From an optimization exercise on the open Yosys and OpenROAD flow, aimed at small area, a short achievable clock period and few clock cycles; shortcuts taken in it are not production practice.
In this exercise RTL edits were held to simulation tests only and were not proved equivalent to the original.

oak:
==> flow/design.v (excerpt) <==
module raster_top (
    input  logic                clk_i,
    input  logic                nrst_i,
    input  raster_pkg::addr_t   s_awaddr_i,
    input  logic                s_awvalid_i,
    output logic                s_awready_o,
    input  logic [31:0]         s_wdata_i,
    input  logic                s_wvalid_i,
    output logic                s_wready_o,
    output logic                s_bvalid_o,
    input  logic                s_bready_i,
    input  raster_pkg::addr_t   s_araddr_i,
    input  logic                s_arvalid_i,
    output logic                s_arready_o,
    output logic [31:0]         s_rdata_o,
    output logic                s_rvalid_o,
    input  logic                s_rready_i
);
Size in the first run: roughly 7,300 cells after synthesis, about 770 flip-flops.
==> flow/config.mk <==
export PLATFORM = sky130hd
export DESIGN_NAME = raster_top
export DESIGN_NICKNAME = raster_top
export VERILOG_FILES = /design/flow/design.v
export SDC_FILE = /design/flow/constraint.sdc
export NUM_CORES = 8
export LEC_CHECK = 0
export ABC_AREA = 1
export ABC_CLOCK_PERIOD_IN_PS = 40000
export CAP_MARGIN = 20
export CELL_PAD_IN_SITES_DETAIL_PLACEMENT = 1
export CELL_PAD_IN_SITES_GLOBAL_PLACEMENT = 2
export CORE_MARGIN = 2
export CORE_UTILIZATION = 35
export CTS_CLUSTER_DIAMETER = 150
export CTS_CLUSTER_SIZE = 16
export GPL_ROUTABILITY_DRIVEN = 1
export SLEW_MARGIN = 20
==> flow/constraint.sdc <==
create_clock -name core_clock -period 220.0 [get_ports {clk_i}]
set_input_delay 44.0000 -clock core_clock [delete_from_list [all_inputs] [get_ports {clk_i}]]
set_output_delay 44.0000 -clock core_clock [all_outputs]
set_load 0.01 [all_outputs]
standard.sh (not shown) runs the stock make flow with config.mk's settings and CLKGATE_MAP_FILE= SYNTH_SCRIPT=/design/flow/synth_recipe.tcl, a recipe that flattens the netlist after the stock synthesis.
==> flow/flow/run.sh <==
#!/bin/bash
# Own flow: the standard layout (standard.sh, unchanged synthesis) with
# two changes: port buffers are buf_2 instead of the default delay buffer,
# and the timing repair steps improve every path whose slack is below the
# margin, so the paths from the inputs and to the outputs get sized too.
set -o pipefail
export BUFFER_PORTS_ARGS="-buffer_cell sky130_fd_sc_hd__buf_2"
export SETUP_SLACK_MARGIN=175.0
export MATCH_CELL_FOOTPRINT=0
bash standard.sh > standard.log 2>&1
Looking at the reports, oak completed the entire flow and the layout it produced met the timing, design-rule and antenna checks.
Testbench counts of oak, summed over its fixed seeds: cycles 33,684.
## Diff of input files: pine against oak
--- a/flow/flow/run.sh
+++ b/flow/flow/run.sh
@@ -6,5 +6,4 @@
 set -o pipefail
 export BUFFER_PORTS_ARGS="-buffer_cell sky130_fd_sc_hd__buf_2"
-export SETUP_SLACK_MARGIN=175.0
-export MATCH_CELL_FOOTPRINT=0
+export SETUP_SLACK_MARGIN=174.8
 bash standard.sh > standard.log 2>&1
--- a/flow/config.mk
+++ b/flow/config.mk
@@ -8,5 +8,5 @@
 export ABC_AREA = 1
 export ABC_CLOCK_PERIOD_IN_PS = 40000
-export CAP_MARGIN = 20
+export CAP_MARGIN = 0
 export CELL_PAD_IN_SITES_DETAIL_PLACEMENT = 1
 export CELL_PAD_IN_SITES_GLOBAL_PLACEMENT = 2
@@ -16,3 +16,3 @@
 export CTS_CLUSTER_SIZE = 16
 export GPL_ROUTABILITY_DRIVEN = 1
-export SLEW_MARGIN = 20
+export SLEW_MARGIN = 0
Notes after the runs:
- Wire length: oak vs pine — no meaningful difference
- From pine to oak, total iterations of the first detailed-routing run did not move at all.
- Status: share of the clock period used by the worst path parity (pine, oak)
- Final instance area of pine is on par with oak.
- oak → pine: area added between synthesis and finish now smaller; placed instance area comparable.
The following lists how birch was set up differently from pine:
--- a/flow/flow/run.sh
+++ b/flow/flow/run.sh
@@ -6,4 +6,4 @@
 set -o pipefail
 export BUFFER_PORTS_ARGS="-buffer_cell sky130_fd_sc_hd__buf_2"
-export SETUP_SLACK_MARGIN=174.8
+export SETUP_SLACK_MARGIN=175.2
 bash standard.sh > standard.log 2>&1
--- a/flow/config.mk
+++ b/flow/config.mk
@@ -8,5 +8,5 @@
 export ABC_AREA = 1
 export ABC_CLOCK_PERIOD_IN_PS = 40000
-export CAP_MARGIN = 0
+export CAP_MARGIN = 20
 export CELL_PAD_IN_SITES_DETAIL_PLACEMENT = 1
 export CELL_PAD_IN_SITES_GLOBAL_PLACEMENT = 2
@@ -16,3 +16,3 @@
 export CTS_CLUSTER_SIZE = 16
 export GPL_ROUTABILITY_DRIVEN = 1
-export SLEW_MARGIN = 0
+export SLEW_MARGIN = 20
[summary]
| maximum net fanout on the critical path | higher: birch |
Diff pine -> birch | total of clock buffers placed in the layout | increase of 1
Transition at the pin with the smallest max-transition slack, pine and birch: higher on pine
Wire: birch routes more than pine
Looking only at initial antenna violation count, and setting everything else aside, the higher value of pine and birch goes to pine.
Synthesized cell count: pine vs birch identical
Headroom to the max-slew limit: birch better than pine
Diff pine -> birch: number of slew-limit violations in the final report essentially unchanged.
For maple, these inputs were changed with respect to birch:
--- a/flow/flow/run.sh
+++ b/flow/flow/run.sh
@@ -6,4 +6,4 @@
 set -o pipefail
 export BUFFER_PORTS_ARGS="-buffer_cell sky130_fd_sc_hd__buf_2"
-export SETUP_SLACK_MARGIN=175.2
+export SETUP_SLACK_MARGIN=174.8
 bash standard.sh > standard.log 2>&1
--- a/flow/config.mk
+++ b/flow/config.mk
@@ -14,5 +14,5 @@
 export CORE_UTILIZATION = 35
 export CTS_CLUSTER_DIAMETER = 150
-export CTS_CLUSTER_SIZE = 16
+export CTS_CLUSTER_SIZE = 20
 export GPL_ROUTABILITY_DRIVEN = 1
 export SLEW_MARGIN = 20
Results
maple reached the final stage; the timing, design-rule and antenna checks on its layout passed.
Of the two values seen for beginning of the critical path, rdata_q[30]$_DFFE_PP_ was produced by maple and awrdy_q$_DFF_PN0_ by birch.
The setup slack of maple is smaller than that of birch.
birch -> maple: total area of multi-input combinational cells decreased slightly
Changes observed in maple relative to birch: maximum frequency fell by about 0.6%; flip-flop and latch count after synthesis stayed essentially flat.

## afterwards: timing with drivers on the ports
In the flow no input, the clock included, has a driving cell. The finished layouts below were timed again as built, in two steps. Step 1, drivers: a clkbuf_16 drives clk_i and a buf_2 each remaining input, both assumed. Step 2 times the ports against the registers' clock, not the clock port: input delays grow and output delays shrink by t, the midpoint of the rising clock arrivals with the driver on. a / b / c = no drivers / after step 1 / after step 2; a / b = the first two.
run | shift t [ns] | slack for setup (ns) | latest minus earliest clock arrival (ns)
oak | 0.838 | 174.651 / 174.558 / 174.261 | 0.051 / 0.051
pine | 0.857 | 174.366 / 174.282 / 174.050 | 0.043 / 0.043
birch | 0.838 | 174.688 / 174.593 / 174.396 | 0.057 / 0.057
maple | 0.834 | 174.426 / 174.334 / 174.058 | 0.064 / 0.063
After both steps every run listed still meets setup and hold. For oak, which loses most, drivers alone change the setup slack by -0.093 ns; drivers and shift together by -0.390 ns.
